What follows belongs to an exercise in optimizing a design on an open flow for small area, a short achievable clock period and few clock cycles; a production flow would make more cautious choices.
Only simulation tests tie the RTL to the original design; equivalence was not proved.

--- constraint.sdc ---
create_clock -name core_clock -period 9.0 [get_ports {clock}]
set_input_delay 1.8000 -clock core_clock [delete_from_list [all_inputs] [get_ports {clock}]]
set_output_delay 1.8000 -clock core_clock [all_outputs]
set_load 0.01 [all_outputs]
--- config.mk ---
export PLATFORM = sky130hd
export DESIGN_NAME = cubic_segment_current_profile_top
export DESIGN_NICKNAME = cubic_segment_current_profile_top
export VERILOG_FILES = /design/flow/design.v
export SDC_FILE = /design/flow/constraint.sdc
export NUM_CORES = 4
export LEC_CHECK = 0
export CAP_MARGIN = 20
export CORE_MARGIN = 2
export CORE_UTILIZATION = 40
export SETUP_SLACK_MARGIN = 4.2
export SLEW_MARGIN = 20
--- run.sh ---
#!/bin/bash
# synth_recipe.tcl (not shown) runs the flow's synth.tcl, then flattens the netlist and writes it again
# the make line also repeats each setting of config.mk as NAME=value (left out here)
make -C /OpenROAD-flow-scripts/flow DESIGN_CONFIG=/design/flow/config.mk WORK_HOME=/design/flow/orfs CLKGATE_MAP_FILE= SYNTH_SCRIPT=/design/flow/synth_recipe.tcl finish
--- design.v ---
module cscp_outq (
   input  logic        clock,
   input  logic        reset,
   input  logic        push,
   input  logic [16:0] push_data,
   input  logic        rsp_stall,
   output logic        rsp_valid,
   output logic [16:0] rsp_data,
   output logic        adv_q
);
   logic        hd_v, sk_v;
   logic [16:0] hd_d, sk_d;
   logic        pop, hd_free;
   logic        hd_v_n, sk_v_n;
   assign pop     = hd_v && !rsp_stall;
   assign hd_free = !hd_v || pop;
   always_comb begin
      if (hd_free) begin
         hd_v_n = sk_v || push;
         sk_v_n = sk_v && push;
      end else begin
         hd_v_n = 1'b1;
         sk_v_n = sk_v || push;
      end
   end
   always_ff @(posedge clock) begin
      if (reset) begin
         hd_v  <= 1'b0;
         sk_v  <= 1'b0;
         adv_q <= 1'b1;
      end else begin
         hd_v  <= hd_v_n;
         sk_v  <= sk_v_n;
         adv_q <= !(hd_v_n && sk_v_n);
      end
   end
   always_ff @(posedge clock) begin
      if (hd_free) hd_d <= sk_v ? sk_d : push_data;
      if (hd_free ? (sk_v && push) : (!sk_v && push)) sk_d <= push_data;
   end
   assign rsp_valid = hd_v;
   assign rsp_data  = hd_d;
endmodule
module cscp_div_step4 #(
   parameter integer POS = 14
) (
   input  logic [23:0] rem_i,
   input  logic [15:0] q_i,
   input  logic [23:0] dvsr,
   input  logic [25:0] dvsr3,
   output logic [23:0] rem_o,
   output logic [15:0] q_o
);
   logic [25:0] r4;
   logic [26:0] d1, d2, d3;
   assign r4 = {rem_i, 2'b00};
   assign d1 = {1'b0, r4} - {3'b0, dvsr};
   assign d2 = {1'b0, r4} - {2'b0, dvsr, 1'b0};
   assign d3 = {1'b0, r4} - {1'b0, dvsr3};
   always_comb begin
      q_o = q_i;
      if (!d3[26]) begin
         q_o[POS +: 2] = 2'd3;
         rem_o         = d3[23:0];
      end else if (!d2[26]) begin
         q_o[POS +: 2] = 2'd2;
         rem_o         = d2[23:0];
      end else if (!d1[26]) begin
         q_o[POS +: 2] = 2'd1;
         rem_o         = d1[23:0];
      end else begin
         q_o[POS +: 2] = 2'd0;
         rem_o         = r4[23:0];
      end
   end
endmodule
module cscp_mac_cs (
   input  logic signed [17:0] acc,
   input  logic [16:0]        s,
   output logic [17:0]        sa,
   output logic [17:0]        sb,
   output logic               cin
);
   localparam integer W = 34;
   logic [18:0]  sx;
   logic [W-1:0] rows [0:8];
   logic [8:0]   negs;
   assign sx = {2'b00, s};
   genvar j;
   generate
      for (j = 0; j < 9; j++) begin : g_row
         logic b2, b1, b0, neg, one, two;
         logic [18:0] m, r;
         logic [W-1:0] base;
         assign b2  = sx[2*j+1];
         assign b1  = sx[2*j];
         if (j == 0) begin : g_first
            assign b0 = 1'b0;
         end else begin : g_next
            assign b0 = sx[2*j-1];
         end
         assign neg = b2 && !(b1 && b0);
         assign one = b1 ^ b0;
         assign two = (b2 && !b1 && !b0) || (!b2 && b1 && b0);
         assign m   = one ? {acc[17], acc} : (two ? {acc, 1'b0} : 19'd0);
         assign r   = m ^ {19{neg}};
         assign negs[j] = neg;
         if (j < 8) begin : g_full
            assign base = {{(W-19-2*j){1'b0}}, !r[18], r[17:0], {(2*j){1'b0}}};
         end else begin : g_top
            assign base = {r[17:0], {(2*j){1'b0}}};
         end
         if (j == 0) begin : g_r0
            assign rows[j] = base;
         end else begin : g_rn
            assign rows[j] = base | ({{(W-1){1'b0}}, negs[j-1]} << (2*j-2));
         end
      end
   endgenerate
   logic [W-1:0] l1 [0:5];
   logic [W-1:0] l2 [0:3];
   logic [W-1:0] l3 [0:2];
   logic [W-1:0] l4 [0:1];
   cscp_csa #(W) u10 (rows[0], rows[1], rows[2], l1[0], l1[1]);
   cscp_csa #(W) u11 (rows[3], rows[4], rows[5], l1[2], l1[3]);
   cscp_csa #(W) u12 (rows[6], rows[7], rows[8], l1[4], l1[5]);
   cscp_csa #(W) u20 (l1[0], l1[1], l1[2], l2[0], l2[1]);
   cscp_csa #(W) u21 (l1[3], l1[4], l1[5], l2[2], l2[3]);
   cscp_csa #(W) u30 (l2[0], l2[1], l2[2], l3[0], l3[1]);
   assign l3[2] = l2[3];
   cscp_csa #(W) u40 (l3[0], l3[1], l3[2], l4[0], l4[1]);
   logic [16:0] lo;
   assign lo  = {1'b0, l4[0][15:0]} + {1'b0, l4[1][15:0]};
   assign cin = lo[16];
   assign sa  = l4[0][33:16];
   assign sb  = l4[1][33:16];
endmodule
module cscp_csa #(
   parameter integer W = 34
) (
   input  logic [W-1:0] a,
   input  logic [W-1:0] b,
   input  logic [W-1:0] c,
   output logic [W-1:0] s,
   output logic [W-1:0] y
);
   assign s = a ^ b ^ c;
   assign y = {((a[W-2:0] & b[W-2:0]) | (a[W-2:0] & c[W-2:0]) | (b[W-2:0] & c[W-2:0])), 1'b0};
endmodule
module cubic_segment_current_profile_top #(
   parameter logic [7:0]  DIV_REGS = 8'b1111_1111
) (
   input  logic         clock,
   input  logic         reset,
   input  logic         req_valid,
   output logic         req_stall,
   input  logic [17:0]  req_data,
   output logic         rsp_valid,
   input  logic         rsp_stall,
   output logic [16:0]  rsp_data,
   input  logic         csr_wr_en,
   input  logic [2:0]   csr_index,
   input  logic [63:0]  csr_wdata
);
   localparam [2:0] CSR_RAMP_UP   = 3'd0;
   localparam [2:0] CSR_HOLD      = 3'd1;
   localparam [2:0] CSR_RAMP_DOWN = 3'd2;
   localparam [2:0] CSR_UP_COEF   = 3'd3;
   localparam [2:0] CSR_DOWN_COEF = 3'd4;
   localparam [2:0] CSR_CEILING   = 3'd5;
   logic [23:0] up_len_ff, hold_len_ff, down_len_ff;
   logic [63:0] up_coef_ff, down_coef_ff;
   logic [15:0] ceiling_ff;
   logic        dzero_ff;      
   always_ff @(posedge clock) begin
      if (reset) begin
         up_len_ff    <= '0;
         hold_len_ff  <= '0;
         down_len_ff  <= '0;
         up_coef_ff   <= '0;
         down_coef_ff <= '0;
         ceiling_ff   <= '1;
         dzero_ff     <= 1'b1;
      end else if (csr_wr_en) begin
         case (csr_index)
            CSR_RAMP_UP:   up_len_ff    <= csr_wdata[23:0];
            CSR_HOLD:      hold_len_ff  <= csr_wdata[23:0];
            CSR_RAMP_DOWN: begin
               down_len_ff <= csr_wdata[23:0];
               dzero_ff    <= csr_wdata[23:0] == 24'd0;
            end
            CSR_UP_COEF:   up_coef_ff   <= csr_wdata;
            CSR_DOWN_COEF: down_coef_ff <= csr_wdata;
            CSR_CEILING:   ceiling_ff   <= csr_wdata[15:0];
            default: ;
         endcase
      end
   end
   logic [23:0] dlen_c, dlen_q;    
   logic [24:0] ds_q;              
   logic [25:0] re_q;              
   logic [25:0] up3_q, dlen3_q;    
   assign dlen_c = {down_len_ff[23:1], down_len_ff[0] | dzero_ff};
   always_ff @(posedge clock) begin
      dlen_q  <= dlen_c;
      ds_q    <= {1'b0, up_len_ff} + {1'b0, hold_len_ff};
      re_q    <= {2'b0, up_len_ff} + {2'b0, hold_len_ff} + {2'b0, down_len_ff} +
                 {25'd0, dzero_ff};
      up3_q   <= {1'b0, up_len_ff, 1'b0} + {2'b0, up_len_ff};
      dlen3_q <= {1'b0, dlen_q, 1'b0} + {2'b0, dlen_q};
   end
   logic adv_q;               
   logic in_v;
   logic [17:0] in_d;
   assign req_stall = ~adv_q;
   always_ff @(posedge clock) begin
      if (reset)      in_v <= 1'b0;
      else if (adv_q) in_v <= req_valid;
   end
   always_ff @(posedge clock) begin
      if (adv_q) in_d <= req_data;
   end
   logic        run_q, last_en_q, last_relay_q;
   logic [31:0] t_q;
   logic        en, relay, go, start, cont, run_n;
   logic [31:0] t_n;
   logic [32:0] tsum;
   assign en     = in_d[1];
   assign relay  = in_d[0];
   assign go     = en && !relay;
   assign start  = go && !run_q && (!last_en_q || last_relay_q);
   assign cont   = go && run_q && (t_q < {6'd0, re_q});
   assign run_n  = start || cont;
   assign tsum   = {1'b0, t_q} + {17'd0, in_d[17:2]};
   always_comb begin
      if (start)     t_n = {16'd0, in_d[17:2]};
      else if (cont) t_n = tsum[32] ? 32'hFFFF_FFFF : tsum[31:0];
      else           t_n = t_q;
   end
   always_ff @(posedge clock) begin
      if (reset) begin
         run_q        <= 1'b0;
         last_en_q    <= 1'b0;
         last_relay_q <= 1'b0;
         t_q          <= '0;
      end else if (adv_q && in_v) begin
         run_q        <= run_n;
         last_en_q    <= en;
         last_relay_q <= relay;
         t_q          <= t_n;
      end
   end
   logic        lt_up, lt_ds;
   logic [25:0] tdown;
   assign lt_up = start ? (up_len_ff != 24'd0) : (t_q[25:0] < {2'd0, up_len_ff});
   assign lt_ds = start ? (ds_q != 25'd0)      : (t_q[25:0] < {1'd0, ds_q});
   assign tdown = t_q[25:0] - {1'b0, ds_q};
   logic        s1_v;
   logic [3:0]  s1_m;
   logic [23:0] s1_x;
   always_ff @(posedge clock) begin
      if (reset)      s1_v <= 1'b0;
      else if (adv_q) s1_v <= in_v;
   end
   always_ff @(posedge clock) begin
      if (adv_q) begin
         s1_m <= {run_n, lt_ds && !lt_up, !lt_ds, !lt_up};
         s1_x <= start ? 24'd0 : (lt_up ? t_q[23:0] : (lt_ds ? 24'd0 : tdown[23:0]));
      end
   end
   logic        dv_v [0:8];
   logic [3:0]  dv_m [0:8];
   logic [23:0] dv_r [0:8];
   logic [15:0] dv_q [0:8];
   assign dv_v[0] = s1_v;
   assign dv_m[0] = s1_m;
   assign dv_r[0] = s1_x;
   assign dv_q[0] = 16'd0;
   genvar gi;
   generate
      for (gi = 0; gi < 8; gi++) begin : g_div
         logic [23:0] r_c;
         logic [15:0] q_c;
         cscp_div_step4 #(.POS(14 - 2 * gi)) u_step (
            .rem_i (dv_r[gi]),
            .q_i   (dv_q[gi]),
            .dvsr  (dv_m[gi][0] ? dlen_q : up_len_ff),
            .dvsr3 (dv_m[gi][0] ? dlen3_q : up3_q),
            .rem_o (r_c),
            .q_o   (q_c)
         );
         if (DIV_REGS[gi]) begin : g_reg
            always_ff @(posedge clock) begin
               if (reset)      dv_v[gi+1] <= 1'b0;
               else if (adv_q) dv_v[gi+1] <= dv_v[gi];
            end
            always_ff @(posedge clock) begin
               if (adv_q) begin
                  dv_m[gi+1] <= dv_m[gi];
                  dv_r[gi+1] <= r_c;
                  dv_q[gi+1] <= q_c;
               end
            end
         end else begin : g_wire
            assign dv_v[gi+1] = dv_v[gi];
            assign dv_m[gi+1] = dv_m[gi];
            assign dv_r[gi+1] = r_c;
            assign dv_q[gi+1] = q_c;
         end
      end
   endgenerate
   localparam logic [33:0] KFULL = -((34'd1 << 18) + (34'd1 << 20) + (34'd1 << 22) +
                                     (34'd1 << 24) + (34'd1 << 26) + (34'd1 << 28) +
                                     (34'd1 << 30) + (34'd1 << 32) + (34'd1 << 31));
   localparam logic [17:0] KHI   = KFULL[33:16];
   logic        h_v   [0:2];
   logic        h_run [0:2];
   logic        h_cd  [0:2];       
   logic [16:0] h_s   [0:2];       
   logic signed [17:0] h_acc [0:2];
   logic        c_v   [0:2];
   logic        c_run [0:2];
   logic        c_cd  [0:2];
   logic [16:0] c_s   [0:2];
   logic [17:0] c_a   [0:2];
   logic [17:0] c_b   [0:2];
   logic        c_c   [0:2];
   logic [63:0] cf0;
   assign cf0      = dv_m[8][1] ? down_coef_ff : up_coef_ff;
   assign h_v[0]   = dv_v[8];
   assign h_run[0] = dv_m[8][3];
   assign h_cd[0]  = dv_m[8][1];
   assign h_s[0]   = {dv_m[8][2], dv_q[8]};
   assign h_acc[0] = {{2{cf0[63]}}, cf0[63:48]};
   generate
      for (gi = 0; gi < 3; gi++) begin : g_h
         logic [17:0]        pa, pb;
         logic               pc;
         cscp_mac_cs u_mac (.acc(h_acc[gi]), .s(h_s[gi]), .sa(pa), .sb(pb), .cin(pc));
         always_ff @(posedge clock) begin
            if (reset)      c_v[gi] <= 1'b0;
            else if (adv_q) c_v[gi] <= h_v[gi];
         end
         always_ff @(posedge clock) begin
            if (adv_q) begin
               c_run[gi] <= h_run[gi];
               c_cd[gi]  <= h_cd[gi];
               c_s[gi]   <= h_s[gi];
               c_a[gi]   <= pa;
               c_b[gi]   <= pb;
               c_c[gi]   <= pc;
            end
         end
         logic [63:0] cf_m;
         logic [17:0] crow;
         assign cf_m = c_cd[gi] ? down_coef_ff : up_coef_ff;
         assign crow = {2'd0, !cf_m[(2 - gi) * 16 + 15], cf_m[(2 - gi) * 16 +: 15]};
         if (gi < 2) begin : g_add
            always_ff @(posedge clock) begin
               if (reset)      h_v[gi+1] <= 1'b0;
               else if (adv_q) h_v[gi+1] <= c_v[gi];
            end
            always_ff @(posedge clock) begin
               if (adv_q) begin
                  h_run[gi+1] <= c_run[gi];
                  h_cd[gi+1]  <= c_cd[gi];
                  h_s[gi+1]   <= c_s[gi];
                  h_acc[gi+1] <= c_a[gi] + c_b[gi] + crow + KHI + {17'd0, c_c[gi]};
               end
            end
         end
      end
   endgenerate
   logic signed [17:0] acc3;
   logic [17:0]        cdiff;
   logic [16:0]        res;
   assign acc3  = c_a[2] + c_b[2] + g_h[2].crow + KHI + {17'd0, c_c[2]};
   assign cdiff = {2'b0, ceiling_ff} + ~c_a[2] + ~c_b[2] + ~g_h[2].crow + (18'd2 - KHI) +
                  {17'd0, !c_c[2]};
   always_comb begin
      if (!c_run[2])     res = 17'd0;
      else if (acc3[17]) res = {16'd0, 1'b1};
      else if (cdiff[17]) res = {ceiling_ff, 1'b1};
      else               res = {acc3[15:0], 1'b1};
   end
   cscp_outq u_outq (
      .clock     (clock),
      .reset     (reset),
      .push      (adv_q && c_v[2]),
      .push_data (res),
      .rsp_stall (rsp_stall),
      .rsp_valid (rsp_valid),
      .rsp_data  (rsp_data),
      .adv_q     (adv_q)
   );
endmodule
==> impl_metrics.xml, run 1 <==
<?xml version="1.0" encoding="UTF-8"?>
<metrics>
  <group name="run_status">
    <metric name="status" unit="">no timing/DRC/antenna violations</metric>
  </group>
  <group name="place">
    <metric name="port_buffer_count" unit="">108</metric>
    <metric name="place.gp.congestion" unit="">0.967</metric>
    <metric name="detailed_place.area" unit="sq um">104000</metric>
    <metric name="place_hpwl" unit="um">246000</metric>
    <metric name="dp_cells" unit="">13900</metric>
  </group>
  <group name="synth">
    <metric name="syn-num-nets" unit="">12500</metric>
    <metric name="synth_top_flop_cell" unit="">sky130_fd_sc_hd__edfxtp_1</metric>
    <metric name="synth.lib_cells_used.distinct" unit="">112</metric>
    <metric name="netlist_instances" unit="">10900</metric>
    <metric name="synthesis.yosys.warnings" unit="">50</metric>
    <metric name="number_of_enable_type_register_cells_in_the_synthesized_netlist" unit="">576</metric>
    <metric name="synth_top_area_share" unit="%">17.4</metric>
    <metric name="ys_ff_latch" unit="">973</metric>
    <metric name="area_of_the_mapped_netlist" unit="sq um">99400</metric>
    <metric name="syn_area_per_cell" unit="sq um">9.12</metric>
    <metric name="async_sr_flop_fraction" unit="%">0</metric>
    <metric name="synthTopCellsByArea" unit="">sky130_fd_sc_hd__edfxtp_1 (17%), sky130_fd_sc_hd__ha_1 (14%), sky130_fd_sc_hd__fa_1 (9.0%)</metric>
    <metric name="synth_area_leader_cell" unit="">sky130_fd_sc_hd__edfxtp_1</metric>
    <metric name="synth_seq_area_share" unit="%">25.4</metric>
  </group>
  <group name="critical_path">
    <metric name="critical_path.max_stage_delay" unit="ns">1.01</metric>
    <metric name="cell_with_the_largest_stage_delay_on_the_worst_path" unit="">sky130_fd_sc_hd__edfxtp_1</metric>
    <metric name="crit_path_max_fanout" unit="">18</metric>
    <metric name="worst-setup-path-type" unit="">flop to flop</metric>
    <metric name="crit_path_frequent_cell" unit="">sky130_fd_sc_hd__a21o_1</metric>
    <metric name="setup_crit_end_kind" unit="">flop</metric>
    <metric name="worst_reg2reg_path_length_in_cells" unit="">19</metric>
    <metric name="critical_path.cell_chain" unit="">mux2i_1 &gt; nor2_1 &gt; xnor2_1 &gt; fa_2 &gt; fa_1 &gt; inv_1 &gt; ha_1 &gt; ha_1 &gt; ha_1 &gt; nand2b_1 &gt; a2111oi_2 &gt; a41o_1 &gt; a21o_1 &gt; a21o_1 &gt; a21o_1 &gt; a21o_1 &gt; a21oi_2 &gt; a2bb2oi_2 &gt; a21oi_2</metric>
    <metric name="worst_ep_arrival_time" unit="ns">5.49</metric>
    <metric name="cp.required" unit="ns">9.58</metric>
    <metric name="critical_path.startpoint_type" unit="">flop</metric>
  </group>
  <group name="floorplanning">
    <metric name="core.rowCount" unit="">182</metric>
    <metric name="die_height" unit="um">502</metric>
    <metric name="floorplan.die_area" unit="sq um">252000</metric>
    <metric name="die_width" unit="um">502</metric>
    <metric name="floorplan.core_area" unit="sq um">246000</metric>
    <metric name="boundaryPins" unit="">109</metric>
    <metric name="start_util" unit="%">40.3</metric>
  </group>
  <group name="cts">
    <metric name="cts_hold_buf" unit="">0</metric>
    <metric name="cts.root.buffer_cell" unit="">sky130_fd_sc_hd__clkbuf_16</metric>
    <metric name="ctsLongestPathBuffers" unit="">3</metric>
    <metric name="cts_buffers" unit="">114</metric>
    <metric name="clock_sinks" unit="">973</metric>
    <metric name="cts.clk_slew.worst_paths" unit="ns">0.07</metric>
    <metric name="htree_num_levels" unit="">3</metric>
    <metric name="insertion_delay" unit="ns">0.83</metric>
    <metric name="tritoncts" unit="">done</metric>
  </group>
  <group name="detailed_routing">
    <metric name="routedWlPerCell" unit="um">24.0</metric>
    <metric name="drt.antenna.violating_nets" unit="">0</metric>
    <metric name="via_per_inst" unit="">5.84</metric>
    <metric name="vias" unit="">83500</metric>
    <metric name="drcViolationCount" unit="">0</metric>
    <metric name="dr.pass1.iters" unit="">5</metric>
    <metric name="routed_wire_length" unit="um">343000</metric>
    <metric name="drt_iter0_drc" unit="">8401</metric>
  </group>
  <group name="cells_and_area">
    <metric name="finalInstanceArea" unit="sq um">111000</metric>
    <metric name="final-instance-count-excl-fill" unit="">14300</metric>
    <metric name="design.final.nets" unit="">12500</metric>
    <metric name="drive_gt1_share" unit="%">8.49</metric>
    <metric name="layout-area-overhead-vs-synth" unit="%">11.4</metric>
  </group>
  <group name="global_routing">
    <metric name="grt_start_max_net_pins" unit="">155</metric>
    <metric name="grt_pass1_vias" unit="">80600</metric>
    <metric name="first_pass_grt_wire_length" unit="um">507000</metric>
    <metric name="antenna_found_initial" unit="">37</metric>
    <metric name="globalRouteTotalUtil" unit="%">26.4</metric>
    <metric name="grt_total_ovfl" unit="">0</metric>
  </group>
  <group name="sta">
    <metric name="max_freq" unit="MHz">203</metric>
    <metric name="max_slew.worst_pin.slew" unit="ns">1.34</metric>
    <metric name="period_minus_slack" unit="ns">4.92</metric>
    <metric name="timing.clock.skew" unit="ns">0.0436</metric>
    <metric name="slew-limit-headroom" unit="%">10.4</metric>
    <metric name="report.final.setup_viol" unit="">0</metric>
    <metric name="timing_max_transition_violations_final" unit="">0</metric>
    <metric name="report.final.hold_viol_count" unit="">0</metric>
    <metric name="rsz0062_at_grt" unit="">true</metric>
    <metric name="fin_crit_share" unit="%">54.6</metric>
    <metric name="fin_tns_setup" unit="ns">0</metric>
  </group>
  <group name="hold_path">
    <metric name="min_delay_path_depth" unit="">0</metric>
    <metric name="min-delay-path-class" unit="">flop to flop</metric>
  </group>
  <group name="flow_run">
    <metric name="maxCapViolCount" unit="">0</metric>
  </group>
</metrics>
-- per-stage QoR --
step / setup slack, ns / utilization, % / hold slack [ns]
final: 4.08 / 44.9 / 0.392
after global routing: 3.89 / 44.9 / 0.398
after CTS: 3.95 / 44.3 / 0.390
after detailed placement: 2.81 / 42.3 / 0.385
after global placement: 2.82 / 42.2 / 0.371
after floorplan: 2.70 / - / 0.364
-- kinds of logic after synthesis --
logic type	after synthesis	synth area share, %
compound gates	2604	17.3
simple gates	2576	11.6
fa+ha+maj	1524	22.6
buf+inv	1335	5.21
xor+xnor	980	8.64
flops	973	25.4
mux	902	9.27
-- per-layer routing --
metal	GRT usage, %	routed length [um]	vias up
met2	40.7	150000	3534
met1	36.0	147000	40600
li1	-	-	38700
met5	0	42	-
met3	3.55	27000	713
met4	13.6	18700	8
-- flip-flops by register name, summed over array words and instances (netlist names), 18 cells and up --
register      flops
t_q              32
h_s              34
down_len_ff      24
dv_q             72
up3_q            26
up_coef_ff       64
c_a              54
re_q             26
h_acc            36
s1_x             24
c_b              54
in_d             18
hold_len_ff      24
ds_q             25
up_len_ff        24
dlen_q           24
dlen3_q          26
dv_r            168
dv_m             31
down_coef_ff     64
c_s              34
-- cell type report --
cell class | instances | area (sq um)
repair buffers | 437 | 4130
flip-flops and latches | 973 | 25300
multi-input cells | 8587 | 70100
inverters | 760 | 2880
clock buffers | 153 | 3270
diodes | 19 | 47.5
well taps | 3312 | 4140
clock inverters | 65 | 817
fillers | 23400 | 136000
-- worst paths after layout --
check,start,to,slack [ns]
worst max-delay path,h_acc[2][3],c_c[2],4.08
worst min register to register,down_len_ff[2],dlen_q[2],0.39
worst min-delay path,down_len_ff[2],dlen_q[2],0.39
worst max register to register,h_acc[2][3],c_c[2],4.08
-- synth_stat cells (all sizes together), types with 80 or more instances --
library cell / n
a22oi: 135
mux2: 120
nor2: 754
mux2i: 782
a21o: 298
nand3: 142
nand2: 991
ha: 1076
a31oi: 80
edfxtp: 576
clkbuf: 355
inv: 752
o21bai: 82
a21oi: 812
o21a: 107
fa: 448
nor2b: 103
buf: 220
o211ai: 89
dfxtp: 397
a211oi: 111
xor2: 368
xnor2: 612
o31ai: 83
nand2b: 115
o21ai: 423
nor3: 148
-- layout by cell type, fill, tap and decap left out, types with 82 or more instances in the layout --
cell type and count:
sky130_fd_sc_hd__o21a_1 107, sky130_fd_sc_hd__a22oi_1 135, sky130_fd_sc_hd__o211ai_1 89, sky130_fd_sc_hd__o21bai_1 82
sky130_fd_sc_hd__nor2_1 742, sky130_fd_sc_hd__xor2_1 368, sky130_fd_sc_hd__edfxtp_1 576, sky130_fd_sc_hd__clkbuf_16 125
sky130_fd_sc_hd__nand2b_1 114, sky130_fd_sc_hd__clkdlybuf4s50_1 107, sky130_fd_sc_hd__buf_4 265, sky130_fd_sc_hd__mux2i_1 755
sky130_fd_sc_hd__a21oi_1 797, sky130_fd_sc_hd__nor2b_1 88, sky130_fd_sc_hd__xnor2_1 609, sky130_fd_sc_hd__a21o_1 298
sky130_fd_sc_hd__nor3_1 146, sky130_fd_sc_hd__o21ai_0 353, sky130_fd_sc_hd__a211oi_1 94, sky130_fd_sc_hd__mux2_2 106
sky130_fd_sc_hd__fa_1 443, sky130_fd_sc_hd__nand3_1 139, sky130_fd_sc_hd__inv_1 748, sky130_fd_sc_hd__ha_1 1056
sky130_fd_sc_hd__dfxtp_1 364, sky130_fd_sc_hd__nand2_1 990
-- critical path: cells and delay by family, from the launching register on --
kind                     cells  cell delay, ns
multiplexers                 1            0.22
XOR/XNOR                     1            0.10
flip-flops                   1            1.01
AND/OR/NAND/NOR              2            0.26
AO/OA/AOI/OAI                9            1.33
buffers and inverters        1            0.04
adder cells (fa/ha/maj)      5            1.74
-- what timing repair did --
action | 4_1_cts | 5_1_grt
buffers inserted | 56 | 73
gates resized for setup | 103 | 162
cloned | 2 | 4
endpoints found under the setup margin | 175 | 149
pin swaps | 14 | 65
Testbench counts, summed over its fixed seeds: cycles 4,480.
==> inputs of run 2 (changes only) <==
--- a/config.mk
+++ b/config.mk
@@ -8,5 +8,5 @@
 export CAP_MARGIN = 20
 export CORE_MARGIN = 2
 export CORE_UTILIZATION = 40
-export SETUP_SLACK_MARGIN = 4.2
+export SETUP_SLACK_MARGIN = 2.5
 export SLEW_MARGIN = 20
==> impl_metrics.xml, run 2 <==
<?xml version="1.0" encoding="UTF-8"?>
<metrics>
  <group name="synth">
    <metric name="synth_top_flop_cell" unit="">sky130_fd_sc_hd__edfxtp_1</metric>
    <metric name="synth_seq_area_share" unit="%">25.4</metric>
    <metric name="syn_area_per_cell" unit="sq um">9.12</metric>
    <metric name="area_of_the_mapped_netlist" unit="sq um">99400</metric>
    <metric name="number_of_enable_type_register_cells_in_the_synthesized_netlist" unit="">576</metric>
    <metric name="synth_top_area_share" unit="%">17.4</metric>
    <metric name="ys_ff_latch" unit="">973</metric>
    <metric name="synth_area_leader_cell" unit="">sky130_fd_sc_hd__edfxtp_1</metric>
    <metric name="syn-num-nets" unit="">12500</metric>
    <metric name="netlist_instances" unit="">10900</metric>
    <metric name="synthTopCellsByArea" unit="">sky130_fd_sc_hd__edfxtp_1 (17%), sky130_fd_sc_hd__ha_1 (14%), sky130_fd_sc_hd__fa_1 (9.0%)</metric>
    <metric name="yosys.cell_count.top_type" unit="">sky130_fd_sc_hd__ha_1</metric>
    <metric name="synthesis.yosys.warnings" unit="">50</metric>
    <metric name="async_sr_flop_fraction" unit="%">0</metric>
    <metric name="netlist_top_cells_count" unit="">sky130_fd_sc_hd__ha_1 (1076), sky130_fd_sc_hd__nand2_1 (991), sky130_fd_sc_hd__a21oi_1 (810)</metric>
    <metric name="synth.lib_cells_used.distinct" unit="">112</metric>
  </group>
  <group name="detailed_routing">
    <metric name="drcViolationCount" unit="">0</metric>
    <metric name="drt_iter0_drc" unit="">6833</metric>
    <metric name="drt.antenna.violating_nets" unit="">0</metric>
    <metric name="via_per_inst" unit="">5.80</metric>
    <metric name="met1Wirelength" unit="um">142000</metric>
    <metric name="vias" unit="">82500</metric>
    <metric name="met3_wirelength" unit="um">24900</metric>
    <metric name="dr_wl_met2" unit="um">157000</metric>
    <metric name="routed_wire_length" unit="um">343000</metric>
    <metric name="routedWlPerCell" unit="um">24.1</metric>
    <metric name="dr.pass1.iters" unit="">6</metric>
    <metric name="highest_layer" unit="">met5</metric>
  </group>
  <group name="critical_path">
    <metric name="r2r_setup_slack" unit="ns">2.96</metric>
    <metric name="critical_path.max_stage_delay" unit="ns">0.80</metric>
    <metric name="crit_path_max_fanout" unit="">14</metric>
    <metric name="cp.required" unit="ns">9.54</metric>
    <metric name="setup_crit_end_kind" unit="">flop</metric>
    <metric name="critical_path.startpoint_type" unit="">flop</metric>
    <metric name="worst-setup-path-type" unit="">flop to flop</metric>
    <metric name="worst_ep_arrival_time" unit="ns">6.58</metric>
    <metric name="cell_with_the_largest_stage_delay_on_the_worst_path" unit="">sky130_fd_sc_hd__clkinv_1</metric>
    <metric name="crit_path_start" unit="">h_s[1][3]</metric>
    <metric name="critical_path.cell_chain" unit="">ha_1 &gt; nor2b_1 &gt; clkinv_1 &gt; xnor2_1 &gt; fa_1 &gt; fa_1 &gt; fa_1 &gt; ha_1 &gt; ha_1 &gt; a21o_1 &gt; a21o_1 &gt; a21o_1 &gt; a21o_1 &gt; a21oi_1 &gt; a2bb2oi_1 &gt; a21oi_1</metric>
    <metric name="crit_path_frequent_cell" unit="">sky130_fd_sc_hd__a21o_1</metric>
    <metric name="regToRegStartpoint" unit="">h_s[1][3]</metric>
  </group>
  <group name="floorplanning">
    <metric name="die_height" unit="um">502</metric>
    <metric name="start_util" unit="%">40.3</metric>
    <metric name="floorplan.core_area" unit="sq um">246000</metric>
    <metric name="boundaryPins" unit="">109</metric>
    <metric name="core.rowCount" unit="">182</metric>
    <metric name="die_width" unit="um">502</metric>
    <metric name="floorplan.die_area" unit="sq um">252000</metric>
  </group>
  <group name="hold_path">
    <metric name="min-delay-path-class" unit="">flop to flop</metric>
    <metric name="hold_path_startpoint" unit="">down_len_ff[21]</metric>
  </group>
  <group name="cts">
    <metric name="post_cts_sizing" unit="">0</metric>
    <metric name="clock_sinks" unit="">973</metric>
    <metric name="cts_buffers" unit="">120</metric>
    <metric name="cts.clk_slew.worst_paths" unit="ns">0.08</metric>
    <metric name="ctsLongestPathBuffers" unit="">3</metric>
    <metric name="insertion_delay" unit="ns">0.85</metric>
    <metric name="cts.root.buffer_cell" unit="">sky130_fd_sc_hd__clkbuf_16</metric>
    <metric name="tritoncts" unit="">done</metric>
    <metric name="htree_num_levels" unit="">3</metric>
  </group>
  <group name="sta">
    <metric name="period_minus_slack" unit="ns">6.04</metric>
    <metric name="max_freq" unit="MHz">166</metric>
    <metric name="report.final.hold_viol_count" unit="">0</metric>
    <metric name="max_slew.worst_pin.slew" unit="ns">1.25</metric>
    <metric name="report.final.setup_viol" unit="">0</metric>
    <metric name="fin_crit_share" unit="%">67.1</metric>
    <metric name="slew-limit-headroom" unit="%">16.4</metric>
    <metric name="hold_slack" unit="ns">0.383</metric>
    <metric name="timing_max_transition_violations_final" unit="">0</metric>
    <metric name="rsz0062_at_grt" unit="">false</metric>
    <metric name="final_critical_path_setup_slack" unit="ns">2.96</metric>
    <metric name="timing.clock.skew" unit="ns">0.0780</metric>
    <metric name="fin_tns_setup" unit="ns">0</metric>
  </group>
  <group name="global_routing">
    <metric name="first_pass_grt_wire_length" unit="um">511000</metric>
    <metric name="grt_start_max_net_pins" unit="">177</metric>
    <metric name="grt_pass1_vias" unit="">82300</metric>
    <metric name="antenna_found_initial" unit="">26</metric>
    <metric name="globalRouteTotalUtil" unit="%">26.6</metric>
    <metric name="grt_total_ovfl" unit="">0</metric>
  </group>
  <group name="run_status">
    <metric name="status" unit="">no timing/DRC/antenna violations</metric>
  </group>
  <group name="cells_and_area">
    <metric name="number_of_flip_flops_under_the_largest_register_name" unit="">168</metric>
    <metric name="drive_gt1_share" unit="%">6.53</metric>
    <metric name="final-instance-count-excl-fill" unit="">14200</metric>
    <metric name="layout-area-overhead-vs-synth" unit="%">9.27</metric>
    <metric name="max_flop_register" unit="">dv_r</metric>
    <metric name="largest_registers" unit="">dv_r (168), dv_q (72)</metric>
    <metric name="utilization" unit="%">44.1</metric>
    <metric name="finalInstanceArea" unit="sq um">109000</metric>
    <metric name="leading_cell_type_in_the_layout_fill_and_taps_excluded" unit="">sky130_fd_sc_hd__ha_1</metric>
    <metric name="design.final.nets" unit="">12400</metric>
    <metric name="layout_common_cells" unit="">sky130_fd_sc_hd__ha_1 (1076), sky130_fd_sc_hd__nand2_1 (991), sky130_fd_sc_hd__a21oi_1 (809), sky130_fd_sc_hd__mux2i_1 (778), sky130_fd_sc_hd__nor2_1 (750)</metric>
  </group>
  <group name="place">
    <metric name="detailed_place.area" unit="sq um">104000</metric>
    <metric name="place_hpwl" unit="um">254000</metric>
    <metric name="dpl_worst_slack" unit="ns">2.74</metric>
    <metric name="dp_cells" unit="">14000</metric>
    <metric name="place.gp.congestion" unit="">0.975</metric>
    <metric name="port_buffer_count" unit="">108</metric>
  </group>
  <group name="flow_run">
    <metric name="maxCapViolCount" unit="">0</metric>
  </group>
</metrics>
[run 2: worst max-delay path: cells and delay by family, from the launching register on]
family | cells | cell delay, ns
fa+ha+maj | 6 | 2.24
compound gates | 7 | 1.20
buf+inv | 1 | 0.80
simple gates | 1 | 0.58
flops | 1 | 0.49
xor+xnor | 1 | 0.46
[run 2: path summary, 6_finish.rpt]
check,to,depth (start not counted)
max,c_c[1],16
min,dlen_q[21],0
max reg2reg,c_c[1],16
min reg2reg,dlen_q[21],0
[run 2: cells by family after synthesis]
logic type	after synthesis	share of synthesized area [%]
xor+xnor	980	8.64
fa+ha+maj	1524	22.6
mux	902	9.27
flops	973	25.4
buf+inv	1335	5.21
compound gates	2604	17.3
simple gates	2576	11.6
[run 2: layout make-up]
cell class	instances	area, sq um
diodes	32	80.1
clock buffers	152	3360
repair buffers	338	2830
inverters	760	2850
flip-flops and latches	973	25300
multi-input cells	8586	69200
fillers	23700	138000
well taps	3312	4140
clock inverters	78	850
[run 2: what timing repair did]
action | CTS | global route
hold buffers | 0 | 0
buffers inserted | 0 | 1
endpoints found under the setup margin | 0 | 1
[run 2: layer usage]
metal | up-vias | track usage [%]
met5 | - | 0
met4 | 8 | 13.2
met3 | 733 | 4.63
met2 | 2931 | 43.5
met1 | 40400 | 33.8
li1 | 38500 | -
==> inputs of run 3 (changes only) <==
--- a/design.v
+++ b/design.v
@@ -77,9 +77,8 @@
 module cscp_mac_cs (
    input  logic signed [17:0] acc,
    input  logic [16:0]        s,
-   output logic [17:0]        sa,
-   output logic [17:0]        sb,
-   output logic               cin
+   output logic [33:0]        sa,
+   output logic [33:0]        sb
 );
    localparam integer W = 34;
    logic [18:0]  sx;
@@ -129,11 +128,8 @@
    cscp_csa #(W) u30 (l2[0], l2[1], l2[2], l3[0], l3[1]);
    assign l3[2] = l2[3];
    cscp_csa #(W) u40 (l3[0], l3[1], l3[2], l4[0], l4[1]);
-   logic [16:0] lo;
-   assign lo  = {1'b0, l4[0][15:0]} + {1'b0, l4[1][15:0]};
-   assign cin = lo[16];
-   assign sa  = l4[0][33:16];
-   assign sb  = l4[1][33:16];
+   assign sa = l4[0];
+   assign sb = l4[1];
 endmodule
 module cscp_csa #(
    parameter integer W = 34
@@ -322,9 +318,8 @@
    logic        c_run [0:2];
    logic        c_cd  [0:2];
    logic [16:0] c_s   [0:2];
-   logic [17:0] c_a   [0:2];
-   logic [17:0] c_b   [0:2];
-   logic        c_c   [0:2];
+   logic [33:0] c_a   [0:2];
+   logic [33:0] c_b   [0:2];
    logic [63:0] cf0;
    assign cf0      = dv_m[8][1] ? down_coef_ff : up_coef_ff;
    assign h_v[0]   = dv_v[8];
@@ -334,9 +329,8 @@
    assign h_acc[0] = {{2{cf0[63]}}, cf0[63:48]};
    generate
       for (gi = 0; gi < 3; gi++) begin : g_h
-         logic [17:0]        pa, pb;
-         logic               pc;
-         cscp_mac_cs u_mac (.acc(h_acc[gi]), .s(h_s[gi]), .sa(pa), .sb(pb), .cin(pc));
+         logic [33:0]        pa, pb;
+         cscp_mac_cs u_mac (.acc(h_acc[gi]), .s(h_s[gi]), .sa(pa), .sb(pb));
          always_ff @(posedge clock) begin
             if (reset)      c_v[gi] <= 1'b0;
             else if (adv_q) c_v[gi] <= h_v[gi];
@@ -348,13 +342,14 @@
                c_s[gi]   <= h_s[gi];
                c_a[gi]   <= pa;
                c_b[gi]   <= pb;
-               c_c[gi]   <= pc;
             end
          end
          logic [63:0] cf_m;
          logic [17:0] crow;
          assign cf_m = c_cd[gi] ? down_coef_ff : up_coef_ff;
          assign crow = {2'd0, !cf_m[(2 - gi) * 16 + 15], cf_m[(2 - gi) * 16 +: 15]};
+         logic [33:0] tsum;
+         assign tsum = c_a[gi] + c_b[gi] + {crow, 16'd0} + KFULL;
          if (gi < 2) begin : g_add
             always_ff @(posedge clock) begin
                if (reset)      h_v[gi+1] <= 1'b0;
@@ -365,7 +360,7 @@
                   h_run[gi+1] <= c_run[gi];
                   h_cd[gi+1]  <= c_cd[gi];
                   h_s[gi+1]   <= c_s[gi];
-                  h_acc[gi+1] <= c_a[gi] + c_b[gi] + crow + KHI + {17'd0, c_c[gi]};
+                  h_acc[gi+1] <= tsum[33:16];
                end
             end
          end
@@ -374,9 +369,11 @@
    logic signed [17:0] acc3;
    logic [17:0]        cdiff;
    logic [16:0]        res;
-   assign acc3  = c_a[2] + c_b[2] + g_h[2].crow + KHI + {17'd0, c_c[2]};
-   assign cdiff = {2'b0, ceiling_ff} + ~c_a[2] + ~c_b[2] + ~g_h[2].crow + (18'd2 - KHI) +
-                  {17'd0, !c_c[2]};
+   logic [34:0] dfull;
+   assign acc3  = g_h[2].tsum[33:16];
+   assign dfull = {3'b0, ceiling_ff, 16'hFFFF} + {1'b1, ~c_a[2]} + {1'b1, ~c_b[2]} +
+                  {1'b1, ~g_h[2].crow, 16'hFFFF} + 35'd3 - {1'b0, KFULL};
+   assign cdiff = dfull[33:16];
    always_comb begin
       if (!c_run[2])     res = 17'd0;
       else if (acc3[17]) res = {16'd0, 1'b1};
--- a/config.mk
+++ b/config.mk
@@ -8,5 +8,5 @@
 export CAP_MARGIN = 20
 export CORE_MARGIN = 2
 export CORE_UTILIZATION = 40
-export SETUP_SLACK_MARGIN = 2.5
+export SETUP_SLACK_MARGIN = 5
 export SLEW_MARGIN = 20
==> impl_metrics.xml, run 3 <==
<?xml version="1.0" encoding="UTF-8"?>
<metrics>
  <group name="run_status">
    <metric name="status" unit="">no timing/DRC/antenna violations</metric>
  </group>
  <group name="detailed_routing">
    <metric name="drcViolationCount" unit="">0</metric>
    <metric name="vias" unit="">88300</metric>
    <metric name="via_per_inst" unit="">5.88</metric>
    <metric name="dr.pass1.iters" unit="">6</metric>
    <metric name="drt_iter0_drc" unit="">7536</metric>
    <metric name="routed_wire_length" unit="um">379000</metric>
    <metric name="routedWlPerCell" unit="um">25.2</metric>
    <metric name="drt.antenna.violating_nets" unit="">0</metric>
  </group>
  <group name="sta">
    <metric name="fin_crit_share" unit="%">53.9</metric>
    <metric name="max_freq" unit="MHz">206</metric>
    <metric name="rsz0062_at_grt" unit="">true</metric>
    <metric name="max_slew.worst_pin.slew" unit="ns">1.39</metric>
    <metric name="report.final.setup_viol" unit="">0</metric>
    <metric name="timing_max_transition_violations_final" unit="">0</metric>
    <metric name="slew-limit-headroom" unit="%">6.61</metric>
    <metric name="fin_tns_setup" unit="ns">0</metric>
    <metric name="report.final.hold_viol_count" unit="">0</metric>
    <metric name="timing.clock.skew" unit="ns">0.0586</metric>
    <metric name="period_minus_slack" unit="ns">4.85</metric>
  </group>
  <group name="floorplanning">
    <metric name="die_width" unit="um">507</metric>
    <metric name="core.rowCount" unit="">184</metric>
    <metric name="die_height" unit="um">507</metric>
    <metric name="floorplan.die_area" unit="sq um">257000</metric>
    <metric name="start_util" unit="%">40.3</metric>
    <metric name="boundaryPins" unit="">109</metric>
    <metric name="floorplan.core_area" unit="sq um">252000</metric>
  </group>
  <group name="critical_path">
    <metric name="cell_with_the_largest_stage_delay_on_the_worst_path" unit="">sky130_fd_sc_hd__fa_1</metric>
    <metric name="crit_path_frequent_cell" unit="">sky130_fd_sc_hd__inv_2</metric>
    <metric name="regToRegStartpoint" unit="">c_cd[2]</metric>
    <metric name="worst_reg2reg_path_length_in_cells" unit="">21</metric>
    <metric name="rr_endpoint" unit="">u_outq.hd_d[16]</metric>
    <metric name="critical_path.max_stage_delay" unit="ns">0.51</metric>
    <metric name="cpLargestDelayFamily" unit="">adder cells</metric>
    <metric name="critical_path.n_buffers_inverters" unit="">8</metric>
    <metric name="worst-setup-path-type" unit="">flop to flop</metric>
    <metric name="setup_crit_end_kind" unit="">flop</metric>
    <metric name="cp.required" unit="ns">9.54</metric>
    <metric name="critical_path.cell_chain" unit="">buf_12 &gt; buf_8 &gt; mux2_4 &gt; ha_4 &gt; inv_2 &gt; fa_1 &gt; inv_2 &gt; fa_1 &gt; inv_2 &gt; ha_4 &gt; a21o_1 &gt; a211oi_2 &gt; buf_4 &gt; a211oi_4 &gt; o21ai_2 &gt; a31oi_2 &gt; xnor2_2 &gt; buf_6 &gt; clkbuf_16 &gt; mux2i_4 &gt; o31ai_1</metric>
    <metric name="critical_path.startpoint_type" unit="">flop</metric>
    <metric name="worst_ep_arrival_time" unit="ns">5.39</metric>
    <metric name="r2r_setup_slack" unit="ns">4.15</metric>
    <metric name="crit_path_max_fanout" unit="">6</metric>
    <metric name="crit_cells" unit="">21</metric>
    <metric name="crit_path_start" unit="">c_cd[2]</metric>
  </group>
  <group name="cts">
    <metric name="cts.clk_slew.worst_paths" unit="ns">0.06</metric>
    <metric name="cts_buffers" unit="">136</metric>
    <metric name="cts.root.buffer_cell" unit="">sky130_fd_sc_hd__clkbuf_16</metric>
    <metric name="htree_num_levels" unit="">4</metric>
    <metric name="ctsLongestPathBuffers" unit="">3</metric>
    <metric name="tritoncts" unit="">done</metric>
    <metric name="clock_sinks" unit="">1039</metric>
    <metric name="cts_hold_buf" unit="">0</metric>
    <metric name="insertion_delay" unit="ns">0.85</metric>
  </group>
  <group name="place">
    <metric name="place_hpwl" unit="um">254000</metric>
    <metric name="port_buffer_count" unit="">108</metric>
    <metric name="dp_cells" unit="">14000</metric>
    <metric name="place.gp.congestion" unit="">0.938</metric>
  </group>
  <group name="synth">
    <metric name="syn_area_per_cell" unit="sq um">9.26</metric>
    <metric name="synth_top_flop_cell" unit="">sky130_fd_sc_hd__edfxtp_1</metric>
    <metric name="synth.lib_cells_used.distinct" unit="">110</metric>
    <metric name="synthTopCellsByArea" unit="">sky130_fd_sc_hd__edfxtp_1 (19%), sky130_fd_sc_hd__ha_1 (14%), sky130_fd_sc_hd__fa_1 (8.8%)</metric>
    <metric name="number_of_enable_type_register_cells_in_the_synthesized_netlist" unit="">642</metric>
    <metric name="ys_ff_latch" unit="">1039</metric>
    <metric name="async_sr_flop_fraction" unit="%">0</metric>
    <metric name="syn-num-nets" unit="">12600</metric>
    <metric name="netlist_top_cells_count" unit="">sky130_fd_sc_hd__ha_1 (1167), sky130_fd_sc_hd__nand2_1 (928), sky130_fd_sc_hd__a21oi_1 (788)</metric>
    <metric name="area_of_the_mapped_netlist" unit="sq um">101000</metric>
    <metric name="synthesis.yosys.warnings" unit="">48</metric>
    <metric name="synth_area_leader_cell" unit="">sky130_fd_sc_hd__edfxtp_1</metric>
    <metric name="netlist_instances" unit="">10900</metric>
    <metric name="synth_seq_area_share" unit="%">26.9</metric>
    <metric name="yosys.cell_count.top_type" unit="">sky130_fd_sc_hd__ha_1</metric>
    <metric name="synth_top_area_share" unit="%">19.0</metric>
  </group>
  <group name="hold_path">
    <metric name="min-delay-path-class" unit="">flop to flop</metric>
    <metric name="worst_hold_path.endpoint" unit="">dlen_q[15]</metric>
    <metric name="hold_path_startpoint" unit="">down_len_ff[15]</metric>
    <metric name="min_delay_path_depth" unit="">0</metric>
  </group>
  <group name="cells_and_area">
    <metric name="final.fill_count" unit="">22500</metric>
    <metric name="layout-area-overhead-vs-synth" unit="%">24.7</metric>
    <metric name="multiInputGateArea" unit="sq um">75800</metric>
    <metric name="largest_registers" unit="">dv_r (168), c_a (90), c_b (87)</metric>
    <metric name="leading_cell_type_in_the_layout_fill_and_taps_excluded" unit="">sky130_fd_sc_hd__ha_1</metric>
    <metric name="layout_common_cells" unit="">sky130_fd_sc_hd__ha_1 (1043), sky130_fd_sc_hd__nand2_1 (914), sky130_fd_sc_hd__nor2_1 (700), sky130_fd_sc_hd__a21oi_1 (696), sky130_fd_sc_hd__inv_1 (680)</metric>
    <metric name="design.final.nets" unit="">13200</metric>
    <metric name="max_flop_register" unit="">dv_r</metric>
    <metric name="regArea" unit="sq um">27300</metric>
    <metric name="final-instance-count-excl-fill" unit="">15000</metric>
    <metric name="drive_gt1_share" unit="%">19.7</metric>
    <metric name="number_of_flip_flops_under_the_largest_register_name" unit="">168</metric>
  </group>
  <group name="global_routing">
    <metric name="antenna_found_initial" unit="">17</metric>
    <metric name="grt_start_max_net_pins" unit="">155</metric>
    <metric name="grt_pass1_vias" unit="">87400</metric>
    <metric name="globalRouteTotalUtil" unit="%">27.3</metric>
    <metric name="first_pass_grt_wire_length" unit="um">538000</metric>
    <metric name="grt_total_ovfl" unit="">0</metric>
  </group>
  <group name="flow_run">
    <metric name="maxCapViolCount" unit="">0</metric>
  </group>
</metrics>
-- run 3: changes by cell type in the layout (fill, tap and decap cells not counted), moves of 53 or more --
cell / previous run / this run
sky130_fd_sc_hd__nand2_1: 991 / 914
sky130_fd_sc_hd__a21oi_2: 2 / 69
sky130_fd_sc_hd__buf_4: 227 / 600
sky130_fd_sc_hd__clkbuf_16: 125 / 178
sky130_fd_sc_hd__a21oi_1: 809 / 696
sky130_fd_sc_hd__buf_12: 1 / 119
sky130_fd_sc_hd__buf_6: 2 / 111
sky130_fd_sc_hd__ha_4: 0 / 87
sky130_fd_sc_hd__edfxtp_1: 576 / 642
sky130_fd_sc_hd__mux2i_1: 778 / 629
sky130_fd_sc_hd__inv_1: 749 / 680
sky130_fd_sc_hd__mux2i_4: 1 / 60
sky130_fd_sc_hd__mux2_2: 119 / 44
-- run 3: routing by layer --
layer	vias up	global-route usage (%)	routed length [um]
met5	-	0	13
met4	2	13.8	27300
met3	1122	3.31	23200
met2	3544	46.9	181000
met1	43400	33.6	147000
li1	40200	-	-
-- run 3: worst register-to-register path: cells and delay by family (launching register included) --
family                     cells  cell delay [ns]
adders and majority gates      4             1.55
buffers and inverters          8             0.98
AOI/OAI and AO/OA              6             0.86
muxes                          2             0.61
DFF                            1             0.43
xor gates and xnor gates       1             0.14
-- run 3: kinds of logic (layout without fill, tap and decap cells) --
logic type      Yosys count  in the layout  synth area share (%)
xor+xnor                979            979                  8.46
fa+ha+maj              1613           1613                  23.2
simple gates           2597           2600                  11.7
flops                  1039           1039                  26.9
other cells               0              7                     0
buf+inv                1312           2014                  4.95
compound gates         2576           2585                  16.5
mux                     826            828                  8.28
-- run 3: per-stage QoR --
| step | hold slack (ns) | setup slack, ns | cell area [sq um] | util (%) |
|---|---|---|---|---|
| after floorplan | 0.364 | 2.25 | 102000 | - |
| after global placement | 0.372 | 3.26 | 106000 | 42.2 |
| after detailed placement | 0.377 | 3.25 | 106000 | 42.2 |
| after CTS | 0.378 | 4.19 | 119000 | 47.2 |
| after global routing | 0.389 | 4.01 | 126000 | 50.2 |
| final | 0.378 | 4.15 | 126000 | 50.2 |
-- run 3: repair_timing --
| action | CTS | global route |
|---|---|---|
| gates resized for setup | 711 | 908 |
| endpoints found under the setup margin | 512 | 393 |
| setup buffers | 380 | 291 |
| gates cloned | 52 | 50 |
| pin swaps | 243 | 507 |
-- run 3: worst max-delay path by stage --
stage                           end  slack [ns]
CTS                 u_outq.hd_d[12]        4.19
floorplan                 req_stall        2.25
global placement    u_outq.hd_d[13]        3.26
global route        u_outq.hd_d[16]        4.01
detailed placement       dv_r[7][5]        3.25
finish              u_outq.hd_d[16]        4.15
-- run 3: area by class of cell --
type	count	share of cell area, %
Timing Repair Buffer	1038	9.24
Inverter	726	2.18
Multi-Input combinational cell	8605	59.9
Clock inverter	70	0.679
Antenna cell	7	0.0139
Tap cell	3348	3.31
Sequential cell	1039	21.6
Clock buffer	180	3.01
Testbench counts of run 3, summed over its fixed seeds: cycles 4,480.
==> inputs of run 4 (changes only) <==
--- a/config.mk
+++ b/config.mk
@@ -7,6 +7,6 @@
 export LEC_CHECK = 0
 export CAP_MARGIN = 20
 export CORE_MARGIN = 2
-export CORE_UTILIZATION = 40
+export CORE_UTILIZATION = 60
 export SETUP_SLACK_MARGIN = 5
 export SLEW_MARGIN = 20
==> impl_metrics.xml, run 4 <==
<?xml version="1.0" encoding="UTF-8"?>
<metrics>
  <group name="critical_path">
    <metric name="worst_ep_arrival_time" unit="ns">5.30</metric>
    <metric name="worst-setup-path-type" unit="">flop to flop</metric>
    <metric name="critical_path.n_buffers_inverters" unit="">8</metric>
    <metric name="cell_with_the_largest_stage_delay_on_the_worst_path" unit="">sky130_fd_sc_hd__fa_1</metric>
    <metric name="cpLargestDelayFamily" unit="">adder cells</metric>
    <metric name="critical_path.startpoint_type" unit="">flop</metric>
    <metric name="regToRegStartpoint" unit="">c_cd[2]</metric>
    <metric name="cp.required" unit="ns">9.55</metric>
    <metric name="crit_path_max_fanout" unit="">6</metric>
    <metric name="critical_path.max_stage_delay" unit="ns">0.48</metric>
    <metric name="critical_path.cell_chain" unit="">buf_12 &gt; buf_6 &gt; mux2_2 &gt; ha_1 &gt; inv_1 &gt; fa_1 &gt; inv_1 &gt; fa_1 &gt; inv_1 &gt; ha_1 &gt; a21o_1 &gt; a21o_1 &gt; a21oi_1 &gt; a31oi_4 &gt; xnor2_2 &gt; buf_6 &gt; buf_12 &gt; buf_16 &gt; a21oi_4 &gt; o31ai_1</metric>
    <metric name="setup_crit_end_kind" unit="">flop</metric>
    <metric name="crit_path_frequent_cell" unit="">sky130_fd_sc_hd__inv_1</metric>
    <metric name="crit_path_start" unit="">c_cd[2]</metric>
  </group>
  <group name="synth">
    <metric name="ys_ff_latch" unit="">1039</metric>
    <metric name="syn_area_per_cell" unit="sq um">9.26</metric>
    <metric name="synthesis.yosys.warnings" unit="">48</metric>
    <metric name="synth_top_flop_cell" unit="">sky130_fd_sc_hd__edfxtp_1</metric>
    <metric name="area_of_the_mapped_netlist" unit="sq um">101000</metric>
    <metric name="synth_seq_area_share" unit="%">26.9</metric>
    <metric name="netlist_top_cells_count" unit="">sky130_fd_sc_hd__ha_1 (1167), sky130_fd_sc_hd__nand2_1 (928), sky130_fd_sc_hd__a21oi_1 (788)</metric>
    <metric name="yosys.cell_count.top_type" unit="">sky130_fd_sc_hd__ha_1</metric>
    <metric name="async_sr_flop_fraction" unit="%">0</metric>
    <metric name="syn-num-nets" unit="">12600</metric>
    <metric name="netlist_instances" unit="">10900</metric>
    <metric name="synth_top_area_share" unit="%">19.0</metric>
    <metric name="synth.lib_cells_used.distinct" unit="">110</metric>
    <metric name="number_of_enable_type_register_cells_in_the_synthesized_netlist" unit="">642</metric>
    <metric name="synth_area_leader_cell" unit="">sky130_fd_sc_hd__edfxtp_1</metric>
    <metric name="synthTopCellsByArea" unit="">sky130_fd_sc_hd__edfxtp_1 (19%), sky130_fd_sc_hd__ha_1 (14%), sky130_fd_sc_hd__fa_1 (8.8%)</metric>
  </group>
  <group name="global_routing">
    <metric name="antenna_found_initial" unit="">26</metric>
    <metric name="globalRouteTotalUtil" unit="%">39.4</metric>
    <metric name="grt_total_ovfl" unit="">0</metric>
    <metric name="grt_start_max_net_pins" unit="">187</metric>
    <metric name="grt_pass1_vias" unit="">85500</metric>
    <metric name="first_pass_grt_wire_length" unit="um">520000</metric>
  </group>
  <group name="sta">
    <metric name="max_freq" unit="MHz">211</metric>
    <metric name="report.final.setup_viol" unit="">0</metric>
    <metric name="timing_max_transition_violations_final" unit="">0</metric>
    <metric name="max_slew.worst_pin.slew" unit="ns">1.17</metric>
    <metric name="slew-limit-headroom" unit="%">22.2</metric>
    <metric name="report.final.hold_viol_count" unit="">0</metric>
    <metric name="fin_crit_share" unit="%">52.8</metric>
    <metric name="rsz0062_at_grt" unit="">true</metric>
    <metric name="timing.clock.skew" unit="ns">0.0510</metric>
    <metric name="period_minus_slack" unit="ns">4.75</metric>
    <metric name="fin_tns_setup" unit="ns">0</metric>
  </group>
  <group name="floorplanning">
    <metric name="die_height" unit="um">415</metric>
    <metric name="boundaryPins" unit="">109</metric>
    <metric name="core.rowCount" unit="">150</metric>
    <metric name="floorplan.die_area" unit="sq um">172000</metric>
    <metric name="start_util" unit="%">60.5</metric>
    <metric name="floorplan.core_area" unit="sq um">167000</metric>
    <metric name="die_width" unit="um">415</metric>
  </group>
  <group name="cells_and_area">
    <metric name="final-instance-count-excl-fill" unit="">13800</metric>
    <metric name="finalInstanceArea" unit="sq um">124000</metric>
    <metric name="leading_cell_type_in_the_layout_fill_and_taps_excluded" unit="">sky130_fd_sc_hd__ha_1</metric>
    <metric name="number_of_flip_flops_under_the_largest_register_name" unit="">168</metric>
    <metric name="max_flop_register" unit="">dv_r</metric>
    <metric name="largest_registers" unit="">dv_r (168), c_a (90), c_b (87)</metric>
    <metric name="layout_common_cells" unit="">sky130_fd_sc_hd__ha_1 (1070), sky130_fd_sc_hd__nand2_1 (912), sky130_fd_sc_hd__a21oi_1 (713), sky130_fd_sc_hd__nor2_1 (688), sky130_fd_sc_hd__inv_1 (681)</metric>
    <metric name="layout-area-overhead-vs-synth" unit="%">22.4</metric>
    <metric name="drive_gt1_share" unit="%">19.1</metric>
    <metric name="design.final.nets" unit="">13200</metric>
  </group>
  <group name="place">
    <metric name="place_hpwl" unit="um">240000</metric>
    <metric name="place.gp.congestion" unit="">0.984</metric>
    <metric name="dp_cells" unit="">12800</metric>
    <metric name="detailed_place.area" unit="sq um">105000</metric>
    <metric name="port_buffer_count" unit="">108</metric>
  </group>
  <group name="cts">
    <metric name="cts_hold_buf" unit="">0</metric>
    <metric name="cts.clk_slew.worst_paths" unit="ns">0.06</metric>
    <metric name="htree_num_levels" unit="">3</metric>
    <metric name="cts.root.buffer_cell" unit="">sky130_fd_sc_hd__clkbuf_16</metric>
    <metric name="cts_buffers" unit="">120</metric>
    <metric name="ctsLongestPathBuffers" unit="">3</metric>
    <metric name="insertion_delay" unit="ns">0.82</metric>
    <metric name="tritoncts" unit="">done</metric>
    <metric name="clock_sinks" unit="">1039</metric>
  </group>
  <group name="detailed_routing">
    <metric name="via_per_inst" unit="">6.55</metric>
    <metric name="vias" unit="">90600</metric>
    <metric name="routed_wire_length" unit="um">367000</metric>
    <metric name="drcViolationCount" unit="">0</metric>
    <metric name="drt_iter0_drc" unit="">10600</metric>
    <metric name="routedWlPerCell" unit="um">26.5</metric>
    <metric name="dr.pass1.iters" unit="">6</metric>
    <metric name="drt.antenna.violating_nets" unit="">0</metric>
  </group>
  <group name="hold_path">
    <metric name="hold_path_startpoint" unit="">down_len_ff[17]</metric>
    <metric name="min-delay-path-class" unit="">flop to flop</metric>
  </group>
  <group name="flow_run">
    <metric name="maxCapViolCount" unit="">0</metric>
  </group>
  <group name="run_status">
    <metric name="status" unit="">no timing/DRC/antenna violations</metric>
  </group>
</metrics>
-- run 4: cell counts after synthesis --
No cell type changed its count.
-- run 4: layer usage --
metal	share of wire [%]	vias up	routed length, um	track usage (%)
li1	-	40200	-	-
met1	39	43800	144000	54.3
met2	43	5387	157000	59.3
met3	11	1266	41200	7.66
met4	6.4	10	23600	19.1
met5	0.049	-	180	0
-- run 4: worst paths after layout --
check,end,slack (ns),depth (start not counted)
worst max register to register,u_outq.hd_d[14],4.25,20
worst min-delay path,dlen_q[17],0.39,0
worst max-delay path,u_outq.hd_d[14],4.25,20
worst min register to register,dlen_q[17],0.39,0
-- run 4: area by class of cell --
cell class / count / area [sq um]
well taps: 2204 / 2760
multi-input cells: 8608 / 75500
repair buffers: 1016 / 11300
fillers: 11600 / 43400
clock buffers: 145 / 3240
clock inverters: 83 / 1140
flip-flops and latches: 1039 / 27300
diodes: 13 / 32.5
inverters: 726 / 2760
-- run 4: stage by stage --
stage	hold WS, ns	utilization [%]	setup slack [ns]
global route	0.405	74.1	4.14
finish	0.393	74.1	4.25
CTS	0.386	69.8	4.37
floorplan	0.364	-	2.25
detailed placement	0.381	62.5	3.38
global placement	0.380	62.5	3.47
-- run 4: what timing repair did --
| item | CTS | global route |
|---|---|---|
| gates cloned | 58 | 35 |
| buffers inserted | 331 | 334 |
| pin swaps | 229 | 491 |
| gates resized for setup | 781 | 785 |
| setup endpoints to repair | 419 | 333 |
-- run 4: kinds of logic after synthesis --
kind of cell,synth area share [%]
adders and majority gates,23.2
buffers and inverters,4.95
xor gates and xnor gates,8.46
DFF,26.9
muxes,8.28
AOI/OAI and AO/OA,16.5
and+or+nand+nor,11.7

==> re-timing with driven ports <==
No port has a modelled driver above. Below, the same layouts with a new extraction and two added sets of constraints. Step 1 assumes that a clkbuf_16 drives the clock port and a buf_2 every other input. Step 2 adds t to the input delays and takes it off the output delays; t is the mean of the earliest and latest rising clock arrival at the registers after step 1. Input paths then give back, and output paths get back, about the clock's delay inside the block. a / b / c = ideal ports / drivers / drivers and shift; a / b = the first two.
run	t (ns)	slack for setup (ns)	hold WS [ns]	clock arrival spread, ns
run 1	0.891	4.082 / 4.082 / 4.082	0.392 / 0.392 / 0.392	0.045 / 0.045
run 2	0.909	2.958 / 2.958 / 2.958	0.383 / 0.383 / 0.383	0.080 / 0.079
run 3	0.914	4.153 / 4.153 / 4.153	0.378 / 0.378 / 0.378	0.059 / 0.058
run 4	0.880	4.251 / 4.251 / 4.251	0.393 / 0.393 / 0.393	0.054 / 0.054
After both steps setup and hold are still met in every run listed.
